Background: an optimization exercise with open tools, aiming at small area, a short achievable clock period and few clock cycles per item. Do not read the settings as production practice. RTL that was checked went through simulation tests only; none was proved equivalent to the original. No functional check of the RTL was part of runs 2 and 3. No activity file was given, so power comes from the tool's default toggle rates.

`run.sh`:
```
#!/bin/bash
# synth_recipe.tcl (not shown) runs the flow's synth.tcl, then flattens the netlist and writes it again
# the make line also repeats each setting of config.mk as NAME=value (left out here)
make -C /OpenROAD-flow-scripts/flow DESIGN_CONFIG=/design/flow/config.mk WORK_HOME=/design/flow/orfs CLKGATE_MAP_FILE= SYNTH_SCRIPT=/design/flow/synth_recipe.tcl finish
```
`config.mk`:
```
export PLATFORM = sky130hd
export DESIGN_NAME = precompute_pipe
export DESIGN_NICKNAME = precompute_pipe
export VERILOG_FILES = /design/flow/design.v
export SDC_FILE = /design/flow/constraint.sdc
export NUM_CORES = 4
export LEC_CHECK = 0
export CAP_MARGIN = 20
export CORE_MARGIN = 2
export CORE_UTILIZATION = 55
export CTS_CLUSTER_DIAMETER = 100
export CTS_CLUSTER_SIZE = 30
export PLACE_DENSITY = 0.7
export SETUP_SLACK_MARGIN = 2.5
export SLEW_MARGIN = 20
```
`constraint.sdc`:
```
create_clock -name core_clock -period 4.5 [get_ports {clk}]
set_input_delay 0.9000 -clock core_clock [delete_from_list [all_inputs] [get_ports {clk}]]
set_output_delay 0.9000 -clock core_clock [all_outputs]
set_load 0.01 [all_outputs]
```
`design.v`:
```
`timescale 1ns/100ps
package pipe_pkg;
  typedef logic [32-1:0] word_t;
  typedef logic [3-1:0]  reg_t;
  typedef logic [16-1:0]  imm_t;
  typedef enum logic [3:0] {
    OP_AND  = 4'd0,
    OP_NOT  = 4'd1,
    OP_OR   = 4'd2,
    OP_XOR  = 4'd3,
    OP_ADD  = 4'd4,
    OP_SUB  = 4'd5,
    OP_MOV0 = 4'd6,
    OP_MOV1 = 4'd7,
    OP_MOVI = 4'd8
  } opcode_t;
  typedef enum logic {
    FWD_RF = 1'b0,
    FWD_S3 = 1'b1
  } fwd_sel_t;
endpackage
`timescale 1ns/100ps
module inst_queue #(
  parameter int DEPTH = 13
) (
  input  logic        clk,
  input  logic        rst,
  input  logic        in_pass,
  input  logic [19:0] in_enc,
  input  logic        h_adv,
  output logic        in_accept,
  output logic        h_vld,
  output logic [19:0] h_enc
);
  logic [19:0] mem [DEPTH];
  logic [3:0]  wr_ptr;
  logic [3:0]  rd_ptr;
  logic [3:0]  cnt;
  logic        nfull_r;
  logic        empty_r;
  logic push;
  logic h_free;
  logic buf_wr;
  logic buf_rd;
  logic [3:0] cnt_nxt;
  assign push   = in_pass & nfull_r;
  assign h_free = ~h_vld | h_adv;
  assign buf_rd = h_free & ~empty_r;
  assign buf_wr = push & ~(h_free & empty_r);
  always_comb begin
    cnt_nxt = cnt;
    if (buf_wr & ~buf_rd) cnt_nxt = cnt + 4'd1;
    else if (buf_rd & ~buf_wr) cnt_nxt = cnt - 4'd1;
  end
  always_ff @(posedge clk) begin
    if (rst) begin
      wr_ptr  <= '0;
      rd_ptr  <= '0;
      cnt     <= '0;
      nfull_r <= 1'b1;
      empty_r <= 1'b1;
      h_vld   <= 1'b0;
    end else begin
      if (buf_wr) wr_ptr <= (wr_ptr == 4'(DEPTH - 1)) ? 4'd0 : wr_ptr + 4'd1;
      if (buf_rd) rd_ptr <= (rd_ptr == 4'(DEPTH - 1)) ? 4'd0 : rd_ptr + 4'd1;
      cnt     <= cnt_nxt;
      nfull_r <= (cnt_nxt != 4'(DEPTH));
      empty_r <= (cnt_nxt == 4'd0);
      if (h_free) h_vld <= ~empty_r | push;
    end
  end
  always_ff @(posedge clk) begin
    if (nfull_r) mem[wr_ptr] <= in_enc;
  end
  always_ff @(posedge clk) begin
    if (h_free) h_enc <= empty_r ? in_enc : mem[rd_ptr];
  end
  assign in_accept = nfull_r;
endmodule
`timescale 1ns/100ps
module reg_file #(
  parameter int W = 8
) (
  input  logic  clk,
  input  pipe_pkg::reg_t ra0,
  input  pipe_pkg::reg_t ra1,
  input  logic           wen,
  input  pipe_pkg::reg_t wa,
  input  logic [W-1:0]   wdata,
  output logic [W-1:0]   rdata0,
  output logic [W-1:0]   rdata1
);
  localparam int N_REGS = 1 << 3;
  logic [W-1:0] mem [N_REGS];
  always_ff @(posedge clk) begin
    if (wen) mem[wa] <= wdata;
  end
  assign rdata0 = mem[ra0];
  assign rdata1 = mem[ra1];
endmodule
`timescale 1ns/100ps
module issue_stage (
  input  pipe_pkg::opcode_t in_op,
  input  pipe_pkg::reg_t    in_ra0,
  input  pipe_pkg::reg_t    in_ra1,
  input  pipe_pkg::reg_t    in_wa,
  input  pipe_pkg::imm_t    in_imm,
  output logic [19:0]       enc
);
  logic       movi;
  logic       arith;
  logic       sub;
  logic [3:0] lut;
  always_comb begin
    movi  = 1'b0;
    arith = 1'b0;
    sub   = 1'b0;
    case (in_op)
      pipe_pkg::OP_AND:  lut = 4'b1000;
      pipe_pkg::OP_NOT:  lut = 4'b0011;
      pipe_pkg::OP_OR:   lut = 4'b1110;
      pipe_pkg::OP_XOR:  lut = 4'b0110;
      pipe_pkg::OP_ADD:  begin lut = 4'b0000; arith = 1'b1; end
      pipe_pkg::OP_SUB:  begin lut = 4'b0000; arith = 1'b1; sub = 1'b1; end
      pipe_pkg::OP_MOV0: lut = 4'b1100;
      pipe_pkg::OP_MOV1: lut = 4'b1010;
      pipe_pkg::OP_MOVI: begin lut = 4'b0000; movi = 1'b1; end
      default:           lut = 4'b1100;
    endcase
  end
  assign enc = {in_wa, movi,
                movi ? in_imm : {4'b0000, lut, arith, sub, in_ra1, in_ra0}};
endmodule
`timescale 1ns/100ps
module exec_unit #(
  parameter int N = 8
) (
  input  logic            clk,
  input  logic            rst,
  input  logic            hold,
  input  logic            h_vld,
  input  logic [19:0]     h_enc,
  output logic            h_adv,
  output logic            out_vld,
  output pipe_pkg::reg_t  out_wa,
  output pipe_pkg::word_t out_wdata
);
  localparam int W = 32 / N;
  logic [N-1:0]          v;
  logic [N-1:0][2:0]     wa;
  logic [N-1:0][2:0]     ra0;
  logic [N-1:0][2:0]     ra1;
  logic [N-1:0]          movi;
  logic [N-1:0][3:0]     lut;
  logic [N-1:0]          arith;
  logic [N-1:0]          sub;
  logic [N-1:0]          cin;
  logic [N-1:0]          fwd0;
  logic [N-1:0]          fwd1;
  logic [N-1:0][15:0]    imm;
  logic [N-1:0][W-1:0]   opa;
  logic [N-1:0][W-1:0]   opb;
  logic [N-1:0][W-1:0]   r;
  logic [N-1:0]          wbv;
  logic [N-1:0][2:0]     wbwa;
  logic [N-1:0][W-1:0]   sk;
  logic [N-1:0][W-1:0]   sl;
  logic [N-1:0][31:0]    cr;
  logic [31:0]           out_lo;
  logic [N-1:0]          in_v;
  logic [N-1:0][2:0]     in_wa;
  logic [N-1:0][2:0]     in_ra0;
  logic [N-1:0][2:0]     in_ra1;
  logic [N-1:0]          in_movi;
  logic [N-1:0][3:0]     in_lut;
  logic [N-1:0]          in_arith;
  logic [N-1:0]          in_sub;
  logic [N-1:0][15:0]    in_imm;
  logic [N-1:0][W-1:0]   rd0;
  logic [N-1:0][W-1:0]   rd1;
  logic [N-1:0]          byp0;
  logic [N-1:0]          byp1;
  logic [N-1:0]          ex;
  logic [N-1:0]          fr;
  logic [N-1:0][W-1:0]   a;
  logic [N-1:0][W-1:0]   b;
  logic [N-1:0][W-1:0]   res;
  logic [N-1:0]          cout;
  assign fr[N-1] = ~v[N-1] | ~hold;
  assign ex[N-1] = v[N-1] & ~hold;
  for (genvar k = 0; k < N - 1; k++) begin : g_adv
    assign fr[k] = ~v[k] | fr[k+1];
    assign ex[k] = v[k] & fr[k+1];
  end
  assign h_adv = fr[0];
  assign in_v[0]     = h_vld;
  assign in_wa[0]    = h_enc[19:17];
  assign in_ra0[0]   = h_enc[2:0];
  assign in_ra1[0]   = h_enc[5:3];
  assign in_movi[0]  = h_enc[16];
  assign in_lut[0]   = h_enc[16] ? 4'b1010 : h_enc[11:8];
  assign in_arith[0] = ~h_enc[16] & h_enc[7];
  assign in_sub[0]   = h_enc[6];
  assign in_imm[0]   = h_enc[15:0];
  for (genvar k = 1; k < N; k++) begin : g_in
    assign in_v[k]     = v[k-1];
    assign in_wa[k]    = wa[k-1];
    assign in_ra0[k]   = ra0[k-1];
    assign in_ra1[k]   = ra1[k-1];
    assign in_movi[k]  = movi[k-1];
    assign in_lut[k]   = lut[k-1];
    assign in_arith[k] = arith[k-1];
    assign in_sub[k]   = sub[k-1];
    assign in_imm[k]   = imm[k-1];
  end
  for (genvar k = 0; k < N; k++) begin : g_slice
    reg_file #(.W(W)) i_rf (
      .clk    (clk),
      .ra0    (in_ra0[k]),
      .ra1    (in_ra1[k]),
      .wen    (wbv[k]),
      .wa     (wbwa[k]),
      .wdata  (r[k]),
      .rdata0 (rd0[k]),
      .rdata1 (rd1[k])
    );
    always_ff @(posedge clk) begin
      if (rst) v[k] <= 1'b0;
      else if (fr[k]) v[k] <= in_v[k];
    end
    always_ff @(posedge clk) begin
      if (fr[k]) begin
        wa[k]    <= in_wa[k];
        ra0[k]   <= in_ra0[k];
        ra1[k]   <= in_ra1[k];
        movi[k]  <= in_movi[k];
        lut[k]   <= in_lut[k];
        arith[k] <= in_arith[k];
        sub[k]   <= in_sub[k];
        imm[k]   <= in_imm[k];
      end
    end
    assign byp0[k] = wbv[k] && (wbwa[k] == in_ra0[k]);
    assign byp1[k] = wbv[k] && (wbwa[k] == in_ra1[k]);
    always_ff @(posedge clk) begin
      fwd0[k] <= ex[k] && (wa[k] == in_ra0[k]);
      fwd1[k] <= ex[k] && (wa[k] == in_ra1[k]) && !in_movi[k];
    end
    always_ff @(posedge clk) begin
      if (fr[k] && !byp0[k])                opa[k] <= rd0[k];
      else if (fr[k] || fwd0[k])            opa[k] <= r[k];
      if (fr[k] && in_movi[k])              opb[k] <= (k * W < 16) ? W'(in_imm[k] >> (k * W)) : '0;
      else if (fr[k] && !byp1[k])           opb[k] <= rd1[k];
      else if (fr[k] || fwd1[k])            opb[k] <= r[k];
    end
    assign a[k] = fwd0[k] ? r[k] : opa[k];
    assign b[k] = fwd1[k] ? r[k] : opb[k];
    logic [W+1:0] s;
    logic [W-1:0] l;
    logic         c;
    if (k == 0) begin : g_c0
      assign c = sub[k];
    end else begin : g_cn
      assign c = cin[k];
    end
    assign s = {1'b0, a[k], 1'b1} + {1'b0, b[k] ^ {W{sub[k]}}, c};
    always_comb begin
      for (int i = 0; i < W; i++) begin
        l[i] = lut[k][{a[k][i], b[k][i]}];
      end
    end
    assign res[k]  = arith[k] ? s[W:1] : l;
    assign cout[k] = s[W+1];
    always_ff @(posedge clk) begin
      r[k] <= res[k];
    end
    if (k < N - 1) begin : g_wbwa
      assign wbwa[k] = wa[k+1];
    end else begin : g_wbwa_last
      assign wbwa[k] = out_wa;
    end
    always_ff @(posedge clk) begin
      if (rst) wbv[k] <= 1'b0;
      else     wbv[k] <= ex[k];
    end
    always_ff @(posedge clk) begin
      if (wbv[k]) sk[k] <= r[k];
    end
    assign sl[k] = wbv[k] ? r[k] : sk[k];
    if (k > 0) begin : g_cin
      always_ff @(posedge clk) begin
        if (fr[k]) cin[k] <= cout[k-1];
      end
    end else begin : g_cin0
      assign cin[k] = 1'b0;
    end
    always_ff @(posedge clk) begin
      if (k < 2) cr[k] <= '0;
      else if (fr[k]) cr[k] <= cr[(k < 2) ? 0 : k-1] | (32'(sl[(k < 2) ? 0 : k-2]) << ((k < 2) ? 0 : (k-2) * W));
    end
  end
  always_ff @(posedge clk) begin
    if (rst) out_vld <= 1'b0;
    else     out_vld <= ex[N-1];
  end
  always_ff @(posedge clk) begin
    out_wa <= wa[N-1];
    out_lo <= cr[N-1] | (32'(sl[N-2]) << ((N-2) * W));
  end
  assign out_wdata = {r[N-1], out_lo[(N-1)*W-1:0]};
endmodule
`timescale 1ns/100ps
module precompute_pipe (
  input  logic    clk,
  input  logic    rst,
  input  logic    in_pass,
  input  logic [3:0]  in_op,
  input  logic [2:0]  in_ra0,
  input  logic [2:0]  in_ra1,
  input  logic [2:0]  in_wa,
  input  logic [15:0] in_imm,
  input  logic    hold,
  output logic    in_accept,
  output logic    out_vld,
  output logic [2:0]  out_wa,
  output logic [31:0] out_wdata
);
  logic [19:0] in_enc;
  logic        h_vld;
  logic [19:0] h_enc;
  logic        h_adv;
  issue_stage i_issue_stage (
    .in_op  (pipe_pkg::opcode_t'(in_op)),
    .in_ra0 (in_ra0),
    .in_ra1 (in_ra1),
    .in_wa  (in_wa),
    .in_imm (in_imm),
    .enc    (in_enc)
  );
  inst_queue #(.DEPTH(15 - 8)) i_inst_queue (
    .clk       (clk),
    .rst       (rst),
    .in_pass   (in_pass),
    .in_enc    (in_enc),
    .h_adv     (h_adv),
    .in_accept (in_accept),
    .h_vld     (h_vld),
    .h_enc     (h_enc)
  );
  exec_unit i_exec_unit (
    .clk       (clk),
    .rst       (rst),
    .hold      (hold),
    .h_vld     (h_vld),
    .h_enc     (h_enc),
    .h_adv     (h_adv),
    .out_vld   (out_vld),
    .out_wa    (out_wa),
    .out_wdata (out_wdata)
  );
endmodule
```
==> results.py, run 1 <==
metrics = {
    "run": {
        "cap_violations": 0,
    },
    "die": {
        "core_um2": 68700,
        "start_util": 0.556,
        "io_pins": 70,
        "die_width_um": 268,
        "die_area_um2": 71600,
        "row_count": 96,
        "die_height_um": 268,
    },
    "yosys": {
        "syn-instance-count": 2487,
        "synth-seq-cells": 898,
        "yosysWarningCount": 4,
        "avgSynthCellArea_um2": 15.4,
        "ys.flop_type": "edfxtp_1",
        "synth-seq-area-share": 0.654,
        "async_reset_ff_frac": 0,
        "synthesis.nets": 2560,
        "synth_cell_types": 69,
        "synth_edf_count": 701,
        "syn_area_um2": 38200,
    },
    "sta": {
        "fin_ws_ns": 2.45,
        "rsz0062_at_grt": "true",
        "skew_ns": 0.0240,
        "setup_viol": 0,
        "fin_crit_ns": 2.05,
        "period_share": 0.456,
        "fmax_ghz": 0.488,
        "worstMarginPinSlew_ns": 0.855,
        "relSlewSlack": 0.430,
        "tns_ns": 0,
        "slew_viol_final": 0,
        "hold_viol_final": 0,
    },
    "layout": {
        "n_antenna_cell": 0,
        "stdcell_area_um2": 42600,
        "final_nets": 2657,
        "final_common_cell": "edfxtp_1",
        "drive_above_1_share": 0.268,
        "regArea_um2": 25200,
        "multiInputGateArea_um2": 13300,
        "fillers": 5014,
        "final_cell_count_no_fill": 3542,
        "layout_common_cells": "edfxtp_1 (701), nand2_1 (209), mux2i_1 (153), mux4_2 (150), dfxtp_1 (119)",
        "area.growth.synth_to_final_pct": 11.3,
    },
    "drt": {
        "drtIter0Drc": 1601,
        "drt_first_pass_iters": 6,
        "wl_um": 80400,
        "num_vias": 20900,
        "final_antenna_net_count": 0,
        "remaining_drc_errors": 0,
        "wl_per_cell_um": 22.7,
        "vias_per_cell": 5.89,
    },
    "global_route": {
        "grtUsageTotal": 0.226,
        "grt_overflow": 0,
        "grt_max_degree": 49,
        "grt_pass1_vias": 21600,
        "grt_pass1_wl_um": 124000,
        "grt_antenna_before_repair": 2,
    },
    "place": {
        "post-place-cells": 3373,
        "placed_cell_area_um2": 40100,
        "post-dp-hpwl_um": 54600,
        "place.gp.congestion": 0.842,
        "port_buffers": 69,
        "pre_cts_slack_ns": 1.00,
    },
    "power_and_ir_drop": {
        "peakVddDrop_v": 0.000390,
        "leakagePower_nw": 15.0,
        "p_total_mw": 26.1,
        "cellPowerDensity_nw_per_um2": 614,
    },
    "clock_tree": {
        "cts_tree": "built",
        "clk_latency_ns": 0.62,
        "root_buffer": "clkbuf_16",
        "htreeDepth": 2,
        "cts.sinks": 898,
        "cts_hold_buf": 0,
        "cts_made_buffers": 36,
        "clk_pin_slew_ns": 0.12,
        "cts_buffer_depth": 3,
    },
    "critical_path": {
        "worstSetupPathType": "flip-flop to flip-flop",
        "crit_path_end_kind": "flip-flop",
        "r2r_setup_slack_ns": 2.45,
        "crit_path_start_kind": "flip-flop",
        "arrival_ns": 2.43,
        "crit_required_ns": 4.88,
        "path_max_fanout": 5,
    },
    "outcome": {
        "status": "no timing/DRC/antenna violations",
    },
    "hold_path": {
        "holdCritPathClass": "flip-flop to flip-flop",
    },
}
==> final cells by class <==
class | instances | share of cell area
flip-flops and latches | 898 | 0.592
multi-input cells | 1419 | 0.312
repair buffers | 193 | 0.0399
well taps | 931 | 0.0274
clock buffers | 60 | 0.0238
inverters | 35 | 0.00347
clock inverters | 5 | 0.00124
repair inverters | 1 | 0.000176
==> logic make-up (layout without fill, tap and decap cells) <==
group,Yosys count,count (layout),share of synthesized area
muxes,469,469,0.177
buffers and inverters,170,294,0.0189
DFF,898,898,0.654
adders and majority gates,41,41,0.0147
and+or+nand+nor,485,485,0.0580
AOI/OAI and AO/OA,266,266,0.0407
xor gates and xnor gates,158,158,0.0362
==> registers in the layout, indices dropped and copies added (netlist names), 14 cells and up, named ones only <==
register / cells
i_exec_unit.g_slice.i_rf.mem: 256
i_exec_unit.cr: 84
i_inst_queue.h_enc: 20
i_exec_unit.sk: 25
i_exec_unit.imm: 38
i_exec_unit.opb: 32
i_exec_unit.ra0: 14
i_exec_unit.wa: 24
i_exec_unit.r: 32
i_exec_unit.lut: 32
i_exec_unit.out_lo: 27
i_inst_queue.mem: 140
i_exec_unit.ra1: 14
i_exec_unit.opa: 32
==> power breakdown <==
part	internal, mW	leakage, nW	total [mW]	switching [mW]
clock	1.60	0.511	4.06	2.46
combinational	4.51	5.80	7.97	3.46
sequential	11.6	8.67	14.1	2.56
==> Yosys cell counts (all sizes together) (3+ instances only) <==
library cell	count	area share
nand2b	43	0.0070
mux4	150	0.089
ha	33	0.011
dfxtp	197	0.10
edfxtp	701	0.55
mux2	142	0.042
o21ai	114	0.015
xor2	34	0.0078
nand2	220	0.022
fa	7	0.0037
xnor2	124	0.028
o22ai	9	0.0015
nand4	18	0.0029
and3	8	0.0013
a211o	5	0.0011
nand3	9	0.0012
buf	45	0.0066
mux2i	177	0.046
and2	8	0.0013
a41oi	4	0.00092
a22oi	4	0.00079
or2	9	0.0015
a31oi	15	0.0025
nor2	102	0.010
nor4	20	0.0033
a21o	19	0.0037
or3	3	0.00062
nor2b	18	0.0029
nor3	22	0.0030
inv	35	0.0034
clkbuf	90	0.0088
a21oi	72	0.0094
==> worst paths after layout <==
kind	startpoint	endpoint	cells past startpoint
hold reg to reg	i_exec_unit.cr[226]$_DFFE_PP_	i_exec_unit.out_lo[2]$_DFF_P_	0
setup / recovery	i_exec_unit.fwd1[4]$_DFF_P_	i_exec_unit.cin[5]$_DFFE_PP_	8
setup reg to reg	i_exec_unit.fwd1[4]$_DFF_P_	i_exec_unit.cin[5]$_DFFE_PP_	8
hold / removal	i_exec_unit.cr[226]$_DFFE_PP_	i_exec_unit.out_lo[2]$_DFF_P_	0
==> through the flow <==
stage	utilization	hold WS [ns]
floorplan	-	0.323
global placement	0.584	0.332
detailed placement	0.584	0.327
CTS	0.612	0.354
global route	0.619	0.361
finish	0.619	0.354
==> critical path: stages, from the launching register on <==
cell      delay (ns)
dfxtp_4         0.43
mux2i_4         0.31
xnor2_2         0.17
ha_1            0.27
a21o_1          0.18
a21oi_2         0.17
nor2b_1         0.07
o21ai_1         0.17
nand2b_1        0.07
==> per-layer routing <==
metal,part of all wire,global-route usage
met5,0.00030,0
met1,0.40,0.277
met3,0.035,0.0229
met4,0.025,0.0646
met2,0.54,0.423
==> timing repair <==
item,CTS,global route
pin swaps,16,27
buffers inserted,73,28
endpoints found under the setup margin,514,135
resized for setup,318,86
cloned,3,0
Testbench counts, summed over its fixed seeds: cycles 12,080, items 12,000.
==> run 2, diff against run 1 <==
--- a/design.v
+++ b/design.v
@@ -154,6 +154,9 @@
   logic [N-1:0][3:0]     lut;
   logic [N-1:0]          arith;
   logic [N-1:0]          sub;
+  logic [N-1:0]          cg;
+  logic [N-1:0]          cp;
+  logic [N-1:0]          cc;
   logic [N-1:0]          cin;
   logic [N-1:0]          fwd0;
   logic [N-1:0]          fwd1;
@@ -186,6 +189,8 @@
   logic [N-1:0][W-1:0]   b;
   logic [N-1:0][W-1:0]   res;
   logic [N-1:0]          cout;
+  logic [N-1:0]          gg;
+  logic [N-1:0]          gp;
   assign fr[N-1] = ~v[N-1] | ~hold;
   assign ex[N-1] = v[N-1] & ~hold;
   for (genvar k = 0; k < N - 1; k++) begin : g_adv
@@ -261,8 +266,9 @@
     if (k == 0) begin : g_c0
       assign c = sub[k];
     end else begin : g_cn
-      assign c = cin[k];
+      assign c = cg[k] | (cp[k] & cc[k]);
     end
+    assign cin[k] = c;
     assign s = {1'b0, a[k], 1'b1} + {1'b0, b[k] ^ {W{sub[k]}}, c};
     always_comb begin
       for (int i = 0; i < W; i++) begin
@@ -271,6 +277,17 @@
     end
     assign res[k]  = arith[k] ? s[W:1] : l;
     assign cout[k] = s[W+1];
+    logic [W-1:0] bx;
+    logic [W:0]   gc;
+    assign bx = b[k] ^ {W{sub[k]}};
+    always_comb begin
+      gc[0] = 1'b0;
+      for (int i = 0; i < W; i++) begin
+        gc[i+1] = (a[k][i] & bx[i]) | ((a[k][i] | bx[i]) & gc[i]);
+      end
+    end
+    assign gg[k] = gc[W];
+    assign gp[k] = &(a[k] ^ bx);
     always_ff @(posedge clk) begin
       r[k] <= res[k];
     end
@@ -289,10 +306,16 @@
     assign sl[k] = wbv[k] ? r[k] : sk[k];
     if (k > 0) begin : g_cin
       always_ff @(posedge clk) begin
-        if (fr[k]) cin[k] <= cout[k-1];
+        if (fr[k]) begin
+          cg[k] <= gg[k-1];
+          cp[k] <= gp[k-1];
+          cc[k] <= cin[k-1];
+        end
       end
     end else begin : g_cin0
-      assign cin[k] = 1'b0;
+      assign cg[k] = 1'b0;
+      assign cp[k] = 1'b0;
+      assign cc[k] = 1'b0;
     end
     always_ff @(posedge clk) begin
       if (k < 2) cr[k] <= '0;
--- a/config.mk
+++ b/config.mk
@@ -7,9 +7,9 @@
 export LEC_CHECK = 0
 export CAP_MARGIN = 20
 export CORE_MARGIN = 2
-export CORE_UTILIZATION = 55
+export CORE_UTILIZATION = 60
 export CTS_CLUSTER_DIAMETER = 100
 export CTS_CLUSTER_SIZE = 30
-export PLACE_DENSITY = 0.7
-export SETUP_SLACK_MARGIN = 2.5
+export PLACE_DENSITY = 0.75
+export SETUP_SLACK_MARGIN = 2.4
 export SLEW_MARGIN = 20
==> run 2 against run 1 <==
Global-route usage rose by 0.86 points. Die area fell by 6.1%. Power rose by 5.5%. Worst hold slack got worse by 0.0035 ns. Combinational power rose by 5.6%. Synthesized area rose by 2.3%. Cell count fell by 0.37%.
==> results.py, run 2 <==
metrics = {
    "outcome": {
        "status": "no timing/DRC/antenna violations",
    },
    "critical_path": {
        "crit_path_start_kind": "flip-flop",
        "crit_required_ns": 4.99,
        "cp_top_family": "flip-flops",
        "r2r_setup_slack_ns": 2.40,
        "path_cells": "mux2i_1 > xnor2_1 > ha_1 > nand2_1 > a211o_1 > o311ai_1",
        "path_max_fanout": 13,
        "crit_path_end_kind": "flip-flop",
        "cpPeakStageDelay_ns": 0.66,
        "worstSetupPathType": "flip-flop to flip-flop",
        "cp_num_buf_inv": 0,
        "crit_path_top_delay_cell": "dfxtp_1",
        "arrival_ns": 2.59,
    },
    "yosys": {
        "synth_top_area_cell": "edfxtp_1",
        "yosysWarningCount": 4,
        "syn-instance-count": 2611,
        "syn_area_um2": 39100,
        "avgSynthCellArea_um2": 15.0,
        "yosysMostFrequentCell": "edfxtp_1",
        "synthTopCellsByArea": "edfxtp_1 (55%), dfxtp_1 (10%), mux4_2 (8.8%), mux2i_1 (5.3%), mux2_2 (2.9%)",
        "synth_edf_count": 714,
        "synth-seq-cells": 911,
        "synthDominantCellAreaShare": 0.548,
        "async_reset_ff_frac": 0,
        "synth_common_cells": "edfxtp_1 (714), nand2_1 (235), mux2i_1 (206), dfxtp_1 (197), mux4_2 (152)",
        "synthesis.nets": 2705,
        "ys.flop_type": "edfxtp_1",
        "synth_cell_types": 63,
        "synth-seq-area-share": 0.649,
    },
    "power_and_ir_drop": {
        "switchingPower_mw": 9.20,
        "pwr-share-comb": 0.306,
        "p_int_mw": 18.4,
        "leakagePower_nw": 15.1,
        "seqPwrFrac": 0.545,
        "peakVddDrop_v": 0.000345,
        "clock_power_share": 0.149,
        "swShare": 0.334,
        "cellPowerDensity_nw_per_um2": 647,
    },
    "global_route": {
        "grt_pass1_wl_um": 122000,
        "grt_overflow": 0,
        "groute.layer.met3.usage": 0.0227,
        "grtUsageTotal": 0.235,
        "grtUsageMet2": 0.402,
        "grt_util_met1": 0.319,
        "grt_antenna_before_repair": 1,
        "busiest_layer": "met2",
        "grt_pass1_vias": 21700,
        "grt_max_degree": 55,
    },
    "drt": {
        "final_antenna_net_count": 0,
        "drt_first_pass_iters": 5,
        "remaining_drc_errors": 0,
        "drtIter0Drc": 1902,
        "num_vias": 21300,
        "vias_per_cell": 6.02,
        "wl_per_cell_um": 22.1,
        "wl_um": 78100,
    },
    "sta": {
        "tns_ns": 0,
        "slew_viol_final": 0,
        "period_share": 0.466,
        "setup_viol": 0,
        "holdWs_ns": 0.350,
        "hold_viol_final": 0,
        "fin_crit_ns": 2.10,
        "fmax_ghz": 0.477,
        "relSlewSlack": 0.234,
        "worstMarginPinSlew_ns": 1.15,
        "skew_ns": 0.0186,
        "rsz0062_at_grt": "true",
    },
    "die": {
        "io_pins": 70,
        "die_height_um": 259,
        "die_width_um": 259,
        "row_count": 93,
        "start_util": 0.607,
        "die_area_um2": 67200,
        "core_um2": 64500,
    },
    "clock_tree": {
        "cts.sinks": 911,
        "cts_buffer_depth": 3,
        "cts_tree": "built",
        "clk_pin_slew_ns": 0.11,
        "cts_made_buffers": 36,
        "clk_latency_ns": 0.60,
        "root_buffer": "clkbuf_16",
        "cts_hold_buf": 0,
        "htreeDepth": 2,
    },
    "layout": {
        "final_nets": 2741,
        "final_cell_count_no_fill": 3529,
        "multiInputGateArea_um2": 13300,
        "final_util": 0.661,
        "area.growth.synth_to_final_pct": 8.89,
        "n_antenna_cell": 0,
        "largest_reg_flops": 256,
        "layout_common_cells": "edfxtp_1 (714), nand2_1 (230), mux2i_1 (181), mux4_2 (152), dfxtp_1 (140)",
        "reg_top3": "i_exec_unit.g_slice.i_rf.mem: 256 flops, i_inst_queue.mem: 140 flops, i_exec_unit.cr: 84 flops",
        "regArea_um2": 25500,
        "top_register": "i_exec_unit.g_slice.i_rf.mem",
        "fillers": 4458,
        "drive_above_1_share": 0.207,
        "final_common_cell": "edfxtp_1",
    },
    "run": {
        "cap_violations": 0,
    },
    "place": {
        "place.gp.congestion": 0.836,
        "port_buffers": 69,
        "post-place-cells": 3409,
        "post-dp-hpwl_um": 53400,
    },
    "hold_path": {
        "holdCritPathClass": "flip-flop to flip-flop",
    },
}
run 2: changes by cell type after synthesis, sizes merged, moves of 15 or more:
cell   delta
inv      +44
mux2     -40
mux2i    +30
nor2     +23
ha       +21
nand2    +15
run 2: power by group through the flow:
stage	Combinational, mW	Sequential (mW)	Clock, mW
floorplan	7.29	13.2	0
global placement	7.69	15.1	0
detailed placement	7.93	15.2	0
CTS	8.23	15.0	4.20
global route	9.31	15.4	4.47
finish	8.42	15.0	4.11
run 2: worst paths after layout:
check                           cells past startpoint                            end                           from
worst max register to register                      6       i_exec_unit.r[3]$_DFF_P_       i_exec_unit.r[3]$_DFF_P_
worst max-delay path                                6       i_exec_unit.r[3]$_DFF_P_       i_exec_unit.r[3]$_DFF_P_
worst min-delay path                                0  i_exec_unit.out_lo[3]$_DFF_P_  i_exec_unit.cr[227]$_DFFE_PP_
worst min register to register                      0  i_exec_unit.out_lo[3]$_DFF_P_  i_exec_unit.cr[227]$_DFFE_PP_
run 2: logic make-up after synthesis:
group,count (synthesis),share of synthesized area
mux,461,0.170
simple gates,516,0.0604
xor+xnor,156,0.0349
compound gates,279,0.0409
flops,911,0.649
buf+inv,227,0.0239
fa+ha+maj,61,0.0209
run 2: repair_timing:
action	in CTS	in global routing
endpoints found under the hold margin	0	0
setup endpoints to repair	596	99
gates cloned	3	0
buffers inserted	33	19
gates resized for setup	204	109
pin swaps	6	5
run 2: stage by stage:
step	total power, mW	cell area (um^2)	setup WS (ns)
2_1_floorplan	20.4	39400	2.04
3_3_place_gp	22.8	40600	0.964
3_5_place_dp	23.1	40600	0.913
4_1_cts	27.4	42200	2.39
5_1_grt	29.2	42600	2.27
6_report	27.6	42600	2.40
run 2: routing by layer:
layer / share of wire / wire, um / up-vias
li1: - / - / 9771
met1: 0.42 / 32500 / 10700
met2: 0.51 / 39500 / 695
met3: 0.049 / 3860 / 130
met4: 0.029 / 2300 / 0
met5: 0 / 0 / -
run 2: cell type report:
cell class / instances / area share
Sequential cell: 911 / 0.600
Clock buffer: 59 / 0.0237
Timing Repair Buffer: 142 / 0.0275
Tap cell: 855 / 0.0251
Inverter: 80 / 0.00823
Timing Repair inverter: 3 / 0.000529
Multi-Input combinational cell: 1473 / 0.313
Clock inverter: 6 / 0.00214
==> run 3, diff against run 2 <==
--- a/config.mk
+++ b/config.mk
@@ -11,5 +11,5 @@
 export CTS_CLUSTER_DIAMETER = 100
 export CTS_CLUSTER_SIZE = 30
 export PLACE_DENSITY = 0.75
-export SETUP_SLACK_MARGIN = 2.4
+export SETUP_SLACK_MARGIN = 2.5
 export SLEW_MARGIN = 20
==> run 3 against run 2 <==
Clock skew up 0.0061 ns. Critical endpoint is now out_wdata[28]. Worst hold slack about the same. Global-route usage is 0.45 points higher. Non-clock buffer count is 16 higher. Count of clock-buffer cells in the layout rose by 4. Design area rose by 1.3%. Die area did not move.
==> results.py, run 3 <==
metrics = {
    "outcome": {
        "status": "no timing/DRC/antenna violations",
    },
    "sta": {
        "fmax_ghz": 0.489,
        "relSlewSlack": 0.343,
        "tns_ns": 0,
        "skew_ns": 0.0247,
        "period_share": 0.455,
        "setup_viol": 0,
        "holdWs_ns": 0.351,
        "rsz0062_at_grt": "true",
        "slew_viol_final": 0,
        "worstMarginPinSlew_ns": 0.986,
        "hold_viol_final": 0,
        "fin_crit_ns": 2.05,
    },
    "layout": {
        "n_antenna_cell": 0,
        "final_cell_count_no_fill": 3549,
        "largest_reg_flops": 256,
        "regArea_um2": 25600,
        "multiInputGateArea_um2": 13700,
        "final_nets": 2759,
        "fillers": 4383,
        "drive_above_1_share": 0.236,
        "reg_top3": "i_exec_unit.g_slice.i_rf.mem: 256 flops, i_inst_queue.mem: 140 flops, i_exec_unit.cr: 84 flops",
        "top_register": "i_exec_unit.g_slice.i_rf.mem",
        "final_common_cell": "edfxtp_1",
        "stdcell_area_um2": 43200,
        "final_util": 0.669,
        "layout_common_cells": "edfxtp_1 (714), nand2_1 (225), mux2i_1 (173), mux4_2 (152)",
        "area.growth.synth_to_final_pct": 10.3,
    },
    "clock_tree": {
        "cts_made_buffers": 37,
        "cts_tree": "built",
        "clk_latency_ns": 0.61,
        "root_buffer": "clkbuf_16",
        "clk_pin_slew_ns": 0.12,
        "cts_buffer_depth": 3,
        "cts.sinks": 911,
        "htreeDepth": 2,
    },
    "die": {
        "io_pins": 70,
        "die_width_um": 259,
        "core_um2": 64500,
        "die_area_um2": 67200,
        "start_util": 0.607,
        "row_count": 93,
        "die_height_um": 259,
    },
    "yosys": {
        "yosysMostFrequentCell": "edfxtp_1",
        "synth-seq-cells": 911,
        "synth_cell_types": 63,
        "synth_top_area_cell": "edfxtp_1",
        "avgSynthCellArea_um2": 15.0,
        "synth-seq-area-share": 0.649,
        "synthDominantCellAreaShare": 0.548,
        "synth_common_cells": "edfxtp_1 (714), nand2_1 (235), mux2i_1 (206), dfxtp_1 (197), mux4_2 (152)",
        "yosysWarningCount": 4,
        "synthesis.nets": 2705,
        "synth_edf_count": 714,
        "ys.flop_type": "edfxtp_1",
        "async_reset_ff_frac": 0,
        "syn_area_um2": 39100,
        "synthTopCellsByArea": "edfxtp_1 (55%), dfxtp_1 (10%), mux4_2 (8.8%), mux2i_1 (5.3%), mux2_2 (2.9%)",
        "syn-instance-count": 2611,
    },
    "critical_path": {
        "cp_top_family": "flip-flops",
        "crit_path_end_kind": "primary output",
        "crit_path_start_kind": "flip-flop",
        "worstSetupPathType": "flip-flop to primary output",
        "crit_required_ns": 3.60,
        "path_max_fanout": 3,
        "crit_path_top_delay_cell": "dfxtp_4",
        "path_cells": "buf_6",
        "cp_num_buf_inv": 1,
        "cpPeakStageDelay_ns": 0.42,
        "arrival_ns": 1.15,
    },
    "place": {
        "post-dp-hpwl_um": 53700,
        "placed_cell_area_um2": 40700,
        "post-place-cells": 3404,
        "place.gp.congestion": 0.840,
        "port_buffers": 69,
    },
    "drt": {
        "wl_per_cell_um": 22.6,
        "vias_per_cell": 6.03,
        "final_antenna_net_count": 0,
        "drt_first_pass_iters": 5,
        "num_vias": 21400,
        "wl_um": 80400,
        "drtIter0Drc": 1818,
        "remaining_drc_errors": 0,
    },
    "global_route": {
        "grt_overflow": 0,
        "grtUsageTotal": 0.239,
        "grt_max_degree": 45,
        "grt_pass1_vias": 21600,
        "grt_pass1_wl_um": 124000,
        "grt_antenna_before_repair": 1,
    },
    "power_and_ir_drop": {
        "cellPowerDensity_nw_per_um2": 655,
        "leakagePower_nw": 15.3,
        "peakVddDrop_v": 0.000354,
    },
    "hold_path": {
        "holdCritPathClass": "flip-flop to flip-flop",
    },
    "run": {
        "cap_violations": 0,
    },
}
-- run 3: final timing paths --
| check | startpoint | to | slack [ns] | cells past startpoint |
|---|---|---|---|---|
| worst max register to register | i_exec_unit.sub[5]$_DFFE_PP_ | i_exec_unit.r[23]$_DFF_P_ | 2.47 | 6 |
| worst max-delay path | i_exec_unit.r[28]$_DFF_P_ | out_wdata[28] | 2.45 | 1 |
| worst min-delay path | i_exec_unit.cr[244]$_DFFE_PP_ | i_exec_unit.out_lo[20]$_DFF_P_ | 0.35 | 0 |
| worst min register to register | i_exec_unit.cr[244]$_DFFE_PP_ | i_exec_unit.out_lo[20]$_DFF_P_ | 0.35 | 0 |
-- run 3: layout make-up --
cell class                 count  area share
sequential                   911       0.593
tap                          855      0.0248
inverter                      80     0.00844
clock buffer                  63      0.0247
timing repair buffer         158      0.0303
multi-input combinational   1473       0.317
timing repair inverter         4    0.000783
clock inverter                 5     0.00157
-- run 3: cells by family after synthesis --
| family | Yosys count | share of synthesized area |
|---|---|---|
| flops | 911 | 0.649 |
| simple gates | 516 | 0.0604 |
| xor+xnor | 156 | 0.0349 |
| mux | 461 | 0.170 |
| fa+ha+maj | 61 | 0.0209 |
| compound gates | 279 | 0.0409 |
| buf+inv | 227 | 0.0239 |
-- run 3: through the flow --
stage,setup WS (ns),total power [mW]
after floorplan,2.04,20.5
after global placement,0.927,22.9
after detailed placement,0.885,23.2
after CTS,2.43,27.7
after global routing,2.41,29.9
final,2.45,28.3
-- run 3: layer usage --
metal  global-route usage  part of all wire  up-vias  routed length [um]
met5                    0                 0        -                   0
met4               0.0691             0.028        0                2210
met3               0.0261             0.046      120                3720
met2                0.415              0.52      600               41500
met1                0.323              0.41    10900               32900
li1                     -                 -     9818                   -
-- run 3: repair_timing --
item,CTS,global route
setup buffers,39,34
gates cloned,4,0
hold buffers,0,0
pin swaps,14,25
setup endpoints to repair,462,165
resized for setup,323,102
-- run 3: where the power goes --
group | internal, mW | switching [mW]
sequential | 12.0 | 3.04
combinational | 5.02 | 4.02
clock | 1.68 | 2.49
total | 18.7 | 9.55

==> re-timing with driven ports <==
In the flow no input, the clock included, has a driving cell. The finished layouts below were timed again as built, in two steps. Step 1 assumes that a clkbuf_16 drives the clock port and a buf_2 every other input. Step 2 also shifts input and output timing later by t, the mid clock arrival at the registers, as if the neighbouring blocks saw the same clock. a / b / c = ideal ports / drivers / drivers and shift; a / b = the first two.
| run | shift t [ns] | setup WS [ns] | worst register clock-pin slew, ns | cell pins on the clock port's net |
|---|---|---|---|---|
| run 1 | 0.663 | 2.449 / 2.406 / 1.851 | 0.12 / 0.12 | 1 |
| run 2 | 0.653 | 2.405 / 2.352 / 1.887 | 0.11 / 0.11 | 1 |
| run 3 | 0.659 | 2.454 / 2.392 / 1.882 | 0.12 / 0.12 | 1 |
After both steps every run listed still meets setup and hold. The setup slack of run 1, which loses most, moves by -0.043 ns with the drivers and by -0.598 ns with both steps.
